Context: an optimization exercise on an open-source flow, tuned for a short achievable clock period and few clock cycles per item. The choices shown serve that exercise and are no tape-out recipe.
Function was checked by simulation only, so behaviour that the tests miss may differ from the original.
The clock port is modelled as an ideal driver; clocking choices that lean on that would not hold on a real chip.
Power figures rest on the tool's default switching activity, not on a simulated workload.

==> flow/design.v <==
`timescale 1ns/1ps
package yRowPkg;
   typedef logic [256-1:0] rowData;        
   typedef logic [48-1:0] yEntry;       
   typedef logic [11-1:0] rowAddr;
   typedef logic [4-1:0] slotOneHot;        
   typedef logic [$clog2(4)-1:0] slotIndex;
endpackage
`timescale 1ns/1ps
`timescale 1ns/1ps
`timescale 1ns/1ps
`timescale 1ns/1ps
`timescale 1ns/1ps
module yWriteBack
(
   input logic clock,
   input logic reset,
   input logic dpDone,
   input logic cpDone,
   input yRowPkg::rowAddr diagAddr,
   input yRowPkg::rowAddr nonDiagAddr,
   input yRowPkg::slotOneHot diagSlot,
   input yRowPkg::slotOneHot nonDiagSlot,
   input yRowPkg::yEntry computedDiag,
   input yRowPkg::yEntry changeData,
   input yRowPkg::rowData readData1,
   input yRowPkg::rowData readData2,
   output yRowPkg::rowAddr readAddr1,
   output yRowPkg::rowAddr readAddr2,
   output yRowPkg::rowAddr writeAddr,
   output yRowPkg::rowData writeData,
   output logic writeEnable,
   output logic writeDone
);
   function automatic logic oneHot(input yRowPkg::slotOneHot code);
      oneHot = (code == 4'b0001) || (code == 4'b0010) || (code == 4'b0100) || (code == 4'b1000);
   endfunction
   logic busy;        
   logic idle;
   logic load1;       
   logic accept;      
   logic fresh1;      
   logic fresh2;      
   yRowPkg::rowAddr aAddr, bAddr;
   yRowPkg::slotOneHot ds1, ns1;
   yRowPkg::yEntry dv1, cv1;
   logic legal1;
   logic eqAB;
   logic [4-1:0] aKeepLo, aSelDv1, aSelCv1;
   logic aKeepHi;
   yRowPkg::rowAddr cAddr, dAddr;
   yRowPkg::slotOneHot ds2, ns2;
   yRowPkg::yEntry dv2, cv2;
   logic legal2;
   logic eqCA, eqDA, eqCB, eqDB, eqDC;
   yRowPkg::rowData row1, row2;
   logic pendA, pendB, pendC, pendD;
   logic nHitA, nHitB, nHitC, nHitD, nKill;
   logic isAIn, isBIn, isCIn, isDIn;
   logic isAReg, isBReg, isCReg, isDReg;
   logic nSrcRow1, nSrcRow2, nSrcRd1, nSrcRd2;
   yRowPkg::rowAddr nAddr;
   logic nLast;
   logic inEqCA, inEqDA, inEqCB, inEqDB, inEqDC;
   logic inLegal2;
   logic hasA, hasB, hasC, hasD;
   yRowPkg::rowData aRaw, aSet1;
   logic firstA, firstB, firstC, firstD;
   logic firstLast;
   logic curB, curA, curC;
   logic restA, restC, restD;
   logic folA, folC, folD;
   logic folLast;
   yRowPkg::rowData nRaw;
   yRowPkg::rowData nextRow;
   assign readAddr1 = diagAddr;
   assign readAddr2 = nonDiagAddr;
   assign idle = !busy;
   assign load1 = idle && dpDone && !cpDone;
   assign accept = idle && dpDone && cpDone;
   assign aRaw = fresh1 ? readData1 : row1;
   always_comb
   begin
      for (int s = 0; s < 4; s++)
      begin
         for (int b = 0; b < 48; b++)
            aSet1[s * 64 + b] = (aKeepLo[s] && aRaw[s * 64 + b])
               || (aSelDv1[s] && dv1[b]) || (aSelCv1[s] && cv1[b]);
         for (int b = 48; b < 64; b++)
            aSet1[s * 64 + b] = aKeepHi && aRaw[s * 64 + b];
      end
   end
   assign inEqCA = (diagAddr == aAddr);
   assign inEqDA = (nonDiagAddr == aAddr);
   assign inEqCB = (diagAddr == bAddr);
   assign inEqDB = (nonDiagAddr == bAddr);
   assign inEqDC = (nonDiagAddr == diagAddr);
   assign inLegal2 = oneHot(diagSlot) && oneHot(nonDiagSlot)
      && !(inEqDC && (diagSlot == nonDiagSlot));
   assign hasB = !eqAB;
   assign hasA = inEqCA || inEqDA;
   assign hasC = !inEqCA && !inEqCB;
   assign hasD = !inEqDA && !inEqDB && !inEqDC;
   assign firstB = hasB;
   assign firstA = !hasB && hasA;
   assign firstC = !hasB && !hasA && hasC;
   assign firstD = !hasB && !hasA && !hasC;
   assign firstLast = hasB ? !(hasA || hasC || hasD) : (hasA ? !(hasC || hasD) : !hasD);
   assign curB = pendB;
   assign curA = !pendB && pendA;
   assign curC = !pendB && !pendA && pendC;
   assign restA = pendA && curB;
   assign restC = pendC && (curB || curA);
   assign restD = pendD && (curB || curA || curC);
   assign folA = restA;
   assign folC = !restA && restC;
   assign folD = !restA && !restC && restD;
   assign folLast = restA ? !(restC || restD) : !(restC && restD);
   assign isAIn = firstA;
   assign isBIn = firstA ? eqAB : firstB;
   assign isCIn = firstA ? inEqCA : (firstB ? inEqCB : firstC);
   assign isDIn = firstA ? inEqDA : (firstB ? inEqDB : (firstC ? inEqDC : 1'b1));
   assign isAReg = folA;
   assign isBReg = folA && eqAB;
   assign isCReg = folA ? eqCA : folC;
   assign isDReg = folA ? eqDA : (folC ? eqDC : 1'b1);
   always_comb
   begin
      for (int i = 0; i < 256; i++)
         nRaw[i] = (nSrcRow1 && row1[i]) || (nSrcRow2 && row2[i]) || (nSrcRd1 && readData1[i])
            || (nSrcRd2 && readData2[i]);
      for (int s = 0; s < 4; s++)
      begin
         for (int b = 0; b < 48; b++)
         begin
            if (nHitC && ds2[s])
               nextRow[s * 64 + b] = dv2[b];
            else if (nHitD && ns2[s])
               nextRow[s * 64 + b] = cv2[b];
            else if (nKill)
               nextRow[s * 64 + b] = 1'b0;
            else if (nHitA && ds1[s])
               nextRow[s * 64 + b] = dv1[b];
            else if (nHitB && ns1[s])
               nextRow[s * 64 + b] = cv1[b];
            else
               nextRow[s * 64 + b] = nRaw[s * 64 + b];
         end
         for (int b = 48; b < 64; b++)
            nextRow[s * 64 + b] = !nKill && nRaw[s * 64 + b];
      end
   end
   always_ff @(posedge clock)
   begin
      if (!reset)
      begin
         busy <= 1'b0;
         fresh1 <= 1'b0;
         fresh2 <= 1'b0;
         pendA <= 1'b0;
         pendB <= 1'b0;
         pendC <= 1'b0;
         pendD <= 1'b0;
         writeEnable <= 1'b0;
         writeDone <= 1'b0;
      end
      else
      begin
         fresh1 <= load1;
         fresh2 <= accept;
         if (accept)
         begin
            busy <= 1'b1;
            pendA <= hasA;
            pendB <= hasB;
            pendC <= hasC;
            pendD <= hasD;
            writeEnable <= 1'b1;
            writeDone <= 1'b0;
         end
         else if (busy)
         begin
            busy <= !nLast;
            pendB <= 1'b0;
            if (curA)
               pendA <= 1'b0;
            if (curC)
               pendC <= 1'b0;
            if (!curB && !curA && !curC)
               pendD <= 1'b0;
            writeEnable <= 1'b1;
            writeDone <= nLast;
         end
         else
         begin
            writeEnable <= 1'b0;
            writeDone <= 1'b0;
         end
      end
   end
   always_ff @(posedge clock)
   begin
      if (!reset)
      begin
         aAddr <= '0;
         bAddr <= '0;
      end
      else if (load1)
      begin
         aAddr <= diagAddr;
         bAddr <= nonDiagAddr;
      end
   end
   always_ff @(posedge clock)
   begin
      writeData <= busy ? nextRow : aSet1;
      writeAddr <= busy ? nAddr : aAddr;
   end
   always_ff @(posedge clock)
   begin
      if (accept)
      begin
         nHitA <= legal1 && isAIn;
         nHitB <= legal1 && isBIn;
         nHitC <= inLegal2 && isCIn;
         nHitD <= inLegal2 && isDIn;
         nKill <= ((isAIn || isBIn) && !legal1) || ((isCIn || isDIn) && !inLegal2);
         nSrcRow1 <= 1'b0;
         nSrcRow2 <= firstB;
         nSrcRd1 <= (firstA && inEqCA) || firstC;
         nSrcRd2 <= (firstA && !inEqCA) || firstD;
         nAddr <= firstB ? bAddr : ((firstA ? aAddr : (firstC ? diagAddr : nonDiagAddr)));
         nLast <= firstLast;
      end
      else
      begin
         nHitA <= legal1 && isAReg;
         nHitB <= legal1 && isBReg;
         nHitC <= legal2 && isCReg;
         nHitD <= legal2 && isDReg;
         nKill <= ((isAReg || isBReg) && !legal1) || ((isCReg || isDReg) && !legal2);
         nSrcRow1 <= (folA && eqCA) || folC;
         nSrcRow2 <= (folA && !eqCA) || folD;
         nSrcRd1 <= 1'b0;
         nSrcRd2 <= 1'b0;
         nAddr <= folA ? aAddr : (folC ? cAddr : dAddr);
         nLast <= folLast;
      end
   end
   always_ff @(posedge clock)
   begin
      if (load1)
      begin
         ds1 <= diagSlot;
         ns1 <= nonDiagSlot;
         dv1 <= computedDiag;
         cv1 <= changeData;
         eqAB <= (diagAddr == nonDiagAddr);
         legal1 <= oneHot(diagSlot) && oneHot(nonDiagSlot)
            && !((diagAddr == nonDiagAddr) && (diagSlot == nonDiagSlot));
         aKeepHi <= oneHot(diagSlot) && oneHot(nonDiagSlot)
            && !((diagAddr == nonDiagAddr) && (diagSlot == nonDiagSlot));
         for (int s = 0; s < 4; s++)
         begin
            aSelDv1[s] <= diagSlot[s];
            aSelCv1[s] <= (diagAddr == nonDiagAddr) && nonDiagSlot[s];
            aKeepLo[s] <= !diagSlot[s] && !((diagAddr == nonDiagAddr) && nonDiagSlot[s]);
         end
         if (!(oneHot(diagSlot) && oneHot(nonDiagSlot)
            && !((diagAddr == nonDiagAddr) && (diagSlot == nonDiagSlot))))
         begin
            aSelDv1 <= '0;
            aSelCv1 <= '0;
            aKeepLo <= '0;
         end
      end
      if (accept)
      begin
         cAddr <= diagAddr;
         dAddr <= nonDiagAddr;
         ds2 <= diagSlot;
         ns2 <= nonDiagSlot;
         dv2 <= computedDiag;
         cv2 <= changeData;
         legal2 <= inLegal2;
         eqCA <= inEqCA;
         eqDA <= inEqDA;
         eqCB <= inEqCB;
         eqDB <= inEqDB;
         eqDC <= inEqDC;
      end
      if (fresh1 || fresh2)
      begin
         row1 <= readData1;
         row2 <= readData2;
      end
   end
endmodule
==> flow/config.mk <==
export PLATFORM = sky130hd
export DESIGN_NAME = yWriteBack
export DESIGN_NICKNAME = yWriteBack
export VERILOG_FILES = /design/flow/design.v
export SDC_FILE = /design/flow/constraint.sdc
export NUM_CORES = 4
export LEC_CHECK = 0
export ABC_CLOCK_PERIOD_IN_PS = 2000
export CAP_MARGIN = 20
export CORE_AREA = 10 10 370 370
export DIE_AREA = 0 0 380 380
export SETUP_SLACK_MARGIN = 3.0
export SLEW_MARGIN = 20
==> flow/constraint.sdc <==
create_clock -name core_clock -period 5.0 [get_ports {clock}]
set_input_delay 1.0000 -clock core_clock [delete_from_list [all_inputs] [get_ports {clock}]]
set_output_delay 1.0000 -clock core_clock [all_outputs]
set_load 0.01 [all_outputs]
standard.sh (not shown) runs the stock make flow with config.mk's settings and CLKGATE_MAP_FILE= SYNTH_SCRIPT=/design/flow/synth_recipe.tcl, a recipe that flattens the netlist after the stock synthesis.
==> flow/flow/run.sh <==
#!/bin/bash
# Own layout flow: the standard ORFS flow, unchanged synthesis, with one
# extra step at the end of CTS (flow/post_cts.tcl) that tightens the paths
# through the ports, and flow/pre_final.tcl that clears its don't-touch marks
# before the final report. Each tool's output goes to a log file in this
# folder.
set -euo pipefail
WORK=$(pwd)
bash standard.sh synth > "$WORK/synth.log" 2>&1
export POST_CTS_TCL="$WORK/flow/post_cts.tcl"
export PRE_FINAL_REPORT_TCL="$WORK/flow/pre_final.tcl"
bash standard.sh > "$WORK/layout.log" 2>&1
==> flow/flow/post_cts.tcl <==
# Run by ORFS at the end of CTS (POST_CTS_TCL): tighten the paths through
# the ports, then legalize the placement again.
# - each output port is driven by a plain buffer (no delay cell, no weak
#   buffer); a register's port buffer is a buf_8 placed next to the
#   register, and the register gets the strongest drive
# - each readAddr output buffer hangs straight off its address input buffer,
#   and the input buffer's other loads move behind a buffer of their own
# The nets and buffers of these paths are marked don't-touch so that the
# later repair steps leave them as they are; flow/pre_final.tcl clears the
# marks before the final power connection.
set ::block [ord::get_db_block]

# the buffer on a port: the instance its net connects to
proc port_inst { name } {
  set bterm [$::block findBTerm $name]
  if { $bterm == "NULL" } { return "NULL" }
  set net [$bterm getNet]
  foreach it [$net getITerms] {
    return [$it getInst]
  }
  return "NULL"
}

proc inst_pin { inst pin } {
  return [$inst findITerm $pin]
}

set n_out 0
set n_ff 0
foreach bterm [$::block getBTerms] {
  if { [$bterm getIoType] != "OUTPUT" } { continue }
  set buf [port_inst [$bterm getName]]
  if { $buf == "NULL" } { continue }
  set ref [[$buf getMaster] getName]
  if { ![string match "sky130_fd_sc_hd__*buf*" $ref] } { continue }
  set in_net [[inst_pin $buf A] getNet]
  set ff "NULL"
  foreach it [$in_net getITerms] {
    if { [$it isOutputSignal] && [string match "sky130_fd_sc_hd__dfxtp_*" [[[$it getInst] getMaster] getName]] } {
      set ff [$it getInst]
    }
  }
  if { $ff == "NULL" } {
    if { $ref != "sky130_fd_sc_hd__buf_4" && $ref != "sky130_fd_sc_hd__buf_6" && $ref != "sky130_fd_sc_hd__buf_8" } {
      replace_cell [$buf getName] sky130_fd_sc_hd__buf_4
      incr n_out
    }
    continue
  }
  # a register output: the port buffer sits next to the flip-flop and
  # drives the wire to the port itself
  if { [regexp {^sky130_fd_sc_hd__dfxtp_[12]$} [[$ff getMaster] getName]] } {
    replace_cell [$ff getName] sky130_fd_sc_hd__dfxtp_4
    incr n_ff
  }
  replace_cell [$buf getName] sky130_fd_sc_hd__buf_8
  set loc [$ff getLocation]
  $buf setLocation [lindex $loc 0] [lindex $loc 1]
  incr n_out
  set_dont_touch [get_nets [$in_net getName]]
  set_dont_touch [get_nets [[[inst_pin $buf X] getNet] getName]]
  set_dont_touch [get_cells [$buf getName]]
}
puts "post_cts: $n_out output buffers and $n_ff flip-flops resized"

set n_ft 0
foreach {src dst} {diagAddr readAddr1 nonDiagAddr readAddr2} {
  for {set i 0} {$i < 11} {incr i} {
    set ib [port_inst "$src\[$i\]"]
    set ob [port_inst "$dst\[$i\]"]
    if { $ib == "NULL" || $ob == "NULL" } { continue }
    set ib_net [[inst_pin $ib X] getNet]
    set ob_a [inst_pin $ob A]
    set ob_net [$ob_a getNet]
    if { [$ob_net getName] != [$ib_net getName] } {
      disconnect_pin [$ob_net getName] [$ob getName]/A
      connect_pin [$ib_net getName] [$ob getName]/A
    }
    set others {}
    foreach it [$ib_net getITerms] {
      if { [$it isInputSignal] && [[$it getInst] getName] != [$ob getName] } {
        lappend others [get_pins [[$it getInst] getName]/[[$it getMTerm] getName]]
      }
    }
    if { [llength $others] > 0 } {
      insert_buffer -buffer_cell sky130_fd_sc_hd__buf_4 -net [get_nets [$ib_net getName]] -load_pins $others
    }
    replace_cell [$ib getName] sky130_fd_sc_hd__buf_8
    set_dont_touch [get_nets [$ib_net getName]]
    set_dont_touch [get_cells [$ib getName]]
    set_dont_touch [get_cells [$ob getName]]
    incr n_ft
  }
}
puts "post_cts: $n_ft feedthroughs rewired"

# the new and resized cells onto the power nets
global_connect
estimate_parasitics -placement
detailed_placement
check_placement -verbose
estimate_parasitics -placement
report_worst_slack -max
Other scripts of this flow, unchanged in this note and not shown: flow/flow/pre_final.tcl
Testbench counts at the start, summed over its fixed seeds: cycles 93,160, pairs 24,000.
Then changed:
--- a/flow/flow/post_cts.tcl
+++ b/flow/flow/post_cts.tcl
@@ -2,5 +2,4 @@
 # the ports, then legalize the placement again.
-# - each output port is driven by a plain buffer (no delay cell, no weak
-#   buffer); a register's port buffer is a buf_8 placed next to the
-#   register, and the register gets the strongest drive
+# - each output port is driven by a plain buf_4 (no delay cell, no weak buffer)
+# - a flip-flop that drives an output buffer gets the strongest drive
 # - each readAddr output buffer hangs straight off its address input buffer,
@@ -35,29 +34,19 @@
   if { ![string match "sky130_fd_sc_hd__*buf*" $ref] } { continue }
+  if { $ref != "sky130_fd_sc_hd__buf_4" && $ref != "sky130_fd_sc_hd__buf_6" && $ref != "sky130_fd_sc_hd__buf_8" } {
+    replace_cell [$buf getName] sky130_fd_sc_hd__buf_4
+    incr n_out
+  }
   set in_net [[inst_pin $buf A] getNet]
-  set ff "NULL"
   foreach it [$in_net getITerms] {
-    if { [$it isOutputSignal] && [string match "sky130_fd_sc_hd__dfxtp_*" [[[$it getInst] getMaster] getName]] } {
-      set ff [$it getInst]
+    if { ![$it isOutputSignal] } { continue }
+    set d [$it getInst]
+    if { [regexp {^sky130_fd_sc_hd__dfxtp_[12]$} [[$d getMaster] getName]] } {
+      replace_cell [$d getName] sky130_fd_sc_hd__dfxtp_4
+      incr n_ff
+    }
+    if { [string match "sky130_fd_sc_hd__dfxtp_*" [[$d getMaster] getName]] } {
+      set_dont_touch [get_nets [$in_net getName]]
+      set_dont_touch [get_cells [$buf getName]]
     }
   }
-  if { $ff == "NULL" } {
-    if { $ref != "sky130_fd_sc_hd__buf_4" && $ref != "sky130_fd_sc_hd__buf_6" && $ref != "sky130_fd_sc_hd__buf_8" } {
-      replace_cell [$buf getName] sky130_fd_sc_hd__buf_4
-      incr n_out
-    }
-    continue
-  }
-  # a register output: the port buffer sits next to the flip-flop and
-  # drives the wire to the port itself
-  if { [regexp {^sky130_fd_sc_hd__dfxtp_[12]$} [[$ff getMaster] getName]] } {
-    replace_cell [$ff getName] sky130_fd_sc_hd__dfxtp_4
-    incr n_ff
-  }
-  replace_cell [$buf getName] sky130_fd_sc_hd__buf_8
-  set loc [$ff getLocation]
-  $buf setLocation [lindex $loc 0] [lindex $loc 1]
-  incr n_out
-  set_dont_touch [get_nets [$in_net getName]]
-  set_dont_touch [get_nets [[[inst_pin $buf X] getNet] getName]]
-  set_dont_touch [get_cells [$buf getName]]
 }
- CORE_AREA: 10 10 370 370 -> 10 10 340 340
- DIE_AREA: 0 0 380 380 -> 0 0 350 350
Result:
- global-route usage climbs by 5.8 points
- first-iteration DRC count grows by roughly a tenth
- combinational power is lower by a few percent
- register-to-register slack is better by 30 ps
- hold slack hardly moves
- cell count went down by a few percent
- area after synthesis does not change
- die area drops by about a fifth
Then changed:
--- a/flow/flow/post_cts.tcl
+++ b/flow/flow/post_cts.tcl
@@ -2,4 +2,5 @@
 # the ports, then legalize the placement again.
-# - each output port is driven by a plain buf_4 (no delay cell, no weak buffer)
-# - a flip-flop that drives an output buffer gets the strongest drive
+# - each output port is driven by a plain buffer (no delay cell, no weak
+#   buffer); a register's port buffer is a buf_8 placed next to the
+#   register, and the register gets the strongest drive
 # - each readAddr output buffer hangs straight off its address input buffer,
@@ -34,19 +35,29 @@
   if { ![string match "sky130_fd_sc_hd__*buf*" $ref] } { continue }
-  if { $ref != "sky130_fd_sc_hd__buf_4" && $ref != "sky130_fd_sc_hd__buf_6" && $ref != "sky130_fd_sc_hd__buf_8" } {
-    replace_cell [$buf getName] sky130_fd_sc_hd__buf_4
-    incr n_out
-  }
   set in_net [[inst_pin $buf A] getNet]
+  set ff "NULL"
   foreach it [$in_net getITerms] {
-    if { ![$it isOutputSignal] } { continue }
-    set d [$it getInst]
-    if { [regexp {^sky130_fd_sc_hd__dfxtp_[12]$} [[$d getMaster] getName]] } {
-      replace_cell [$d getName] sky130_fd_sc_hd__dfxtp_4
-      incr n_ff
-    }
-    if { [string match "sky130_fd_sc_hd__dfxtp_*" [[$d getMaster] getName]] } {
-      set_dont_touch [get_nets [$in_net getName]]
-      set_dont_touch [get_cells [$buf getName]]
+    if { [$it isOutputSignal] && [string match "sky130_fd_sc_hd__dfxtp_*" [[[$it getInst] getMaster] getName]] } {
+      set ff [$it getInst]
     }
   }
+  if { $ff == "NULL" } {
+    if { $ref != "sky130_fd_sc_hd__buf_4" && $ref != "sky130_fd_sc_hd__buf_6" && $ref != "sky130_fd_sc_hd__buf_8" } {
+      replace_cell [$buf getName] sky130_fd_sc_hd__buf_4
+      incr n_out
+    }
+    continue
+  }
+  # a register output: the port buffer sits next to the flip-flop and
+  # drives the wire to the port itself
+  if { [regexp {^sky130_fd_sc_hd__dfxtp_[12]$} [[$ff getMaster] getName]] } {
+    replace_cell [$ff getName] sky130_fd_sc_hd__dfxtp_4
+    incr n_ff
+  }
+  replace_cell [$buf getName] sky130_fd_sc_hd__buf_8
+  set loc [$ff getLocation]
+  $buf setLocation [lindex $loc 0] [lindex $loc 1]
+  incr n_out
+  set_dont_touch [get_nets [$in_net getName]]
+  set_dont_touch [get_nets [[[inst_pin $buf X] getNet] getName]]
+  set_dont_touch [get_cells [$buf getName]]
 }
- CORE_AREA: 10 10 340 340 -> 10 10 390 390
- DIE_AREA: 0 0 350 350 -> 0 0 400 400
Outcome: Power goes up by 3.5%; global-route usage goes down by 8.9 points; area after synthesis stays the same; utilization shrinks by 15 points; clock power is higher by 6.3%; via count falls by 1.8%; flip-flop and latch count is unchanged; setup slack gets better by 70 ps; final area rises by 3.5%; combinational power rose by 6.6%; wire length came out higher by 5.6%.
Then changed:
--- a/flow/flow/post_cts.tcl
+++ b/flow/flow/post_cts.tcl
@@ -2,5 +2,4 @@
 # the ports, then legalize the placement again.
-# - each output port is driven by a plain buffer (no delay cell, no weak
-#   buffer); a register's port buffer is a buf_8 placed next to the
-#   register, and the register gets the strongest drive
+# - each output port is driven by a plain buf_4 (no delay cell, no weak buffer)
+# - a flip-flop that drives an output buffer gets the strongest drive
 # - each readAddr output buffer hangs straight off its address input buffer,
@@ -35,29 +34,19 @@
   if { ![string match "sky130_fd_sc_hd__*buf*" $ref] } { continue }
+  if { $ref != "sky130_fd_sc_hd__buf_4" && $ref != "sky130_fd_sc_hd__buf_6" && $ref != "sky130_fd_sc_hd__buf_8" } {
+    replace_cell [$buf getName] sky130_fd_sc_hd__buf_4
+    incr n_out
+  }
   set in_net [[inst_pin $buf A] getNet]
-  set ff "NULL"
   foreach it [$in_net getITerms] {
-    if { [$it isOutputSignal] && [string match "sky130_fd_sc_hd__dfxtp_*" [[[$it getInst] getMaster] getName]] } {
-      set ff [$it getInst]
+    if { ![$it isOutputSignal] } { continue }
+    set d [$it getInst]
+    if { [regexp {^sky130_fd_sc_hd__dfxtp_[12]$} [[$d getMaster] getName]] } {
+      replace_cell [$d getName] sky130_fd_sc_hd__dfxtp_4
+      incr n_ff
+    }
+    if { [string match "sky130_fd_sc_hd__dfxtp_*" [[$d getMaster] getName]] } {
+      set_dont_touch [get_nets [$in_net getName]]
+      set_dont_touch [get_cells [$buf getName]]
     }
   }
-  if { $ff == "NULL" } {
-    if { $ref != "sky130_fd_sc_hd__buf_4" && $ref != "sky130_fd_sc_hd__buf_6" && $ref != "sky130_fd_sc_hd__buf_8" } {
-      replace_cell [$buf getName] sky130_fd_sc_hd__buf_4
-      incr n_out
-    }
-    continue
-  }
-  # a register output: the port buffer sits next to the flip-flop and
-  # drives the wire to the port itself
-  if { [regexp {^sky130_fd_sc_hd__dfxtp_[12]$} [[$ff getMaster] getName]] } {
-    replace_cell [$ff getName] sky130_fd_sc_hd__dfxtp_4
-    incr n_ff
-  }
-  replace_cell [$buf getName] sky130_fd_sc_hd__buf_8
-  set loc [$ff getLocation]
-  $buf setLocation [lindex $loc 0] [lindex $loc 1]
-  incr n_out
-  set_dont_touch [get_nets [$in_net getName]]
-  set_dont_touch [get_nets [[[inst_pin $buf X] getNet] getName]]
-  set_dont_touch [get_cells [$buf getName]]
 }
=> Combinational power went down by 6.9%; global-route usage shrinks by 0.60 points; clock skew barely changes; total power is lower by about 1.2%; die area does not change; sequential share of layout area goes up by 0.77 points; worst hold slack gets worse by 6.4 ps; core utilization falls by 1.1 points; flip-flop and latch count stays the same.

==> what the ideal ports hide <==
In the flow no input, the clock included, has a driving cell. The finished layouts below were timed again as built, in two steps. Step 1, drivers: a clkbuf_16 drives clock and a buf_2 each remaining input, both assumed. Step 2 moves the port delays by t, midway between the first and last clock arrival at a register: inputs arrive t later, outputs are due t later. That takes back most of the time a late clock gives input paths. Slacks: ideal / step 1 / step 2; pairs: ideal / step 1.
run	t, ns	slack for setup (ns)	worst hold slack (ns)	cell pins on the clock port's net
the first run	0.820	2.625 / 2.625 / 1.904	0.464 / 0.464 / 0.464	1
the second run	0.836	2.651 / 2.584 / 2.014	0.462 / 0.462 / 0.462	1
the third run	0.850	2.720 / 2.641 / 1.965	0.484 / 0.484 / 0.484	1
the fourth run	0.853	2.609 / 2.521 / 2.046	0.477 / 0.477 / 0.477	1
After both steps setup and hold are still met in every run listed. The setup slack of the third run, which loses most, moves by -0.079 ns with the drivers and by -0.755 ns with both steps.
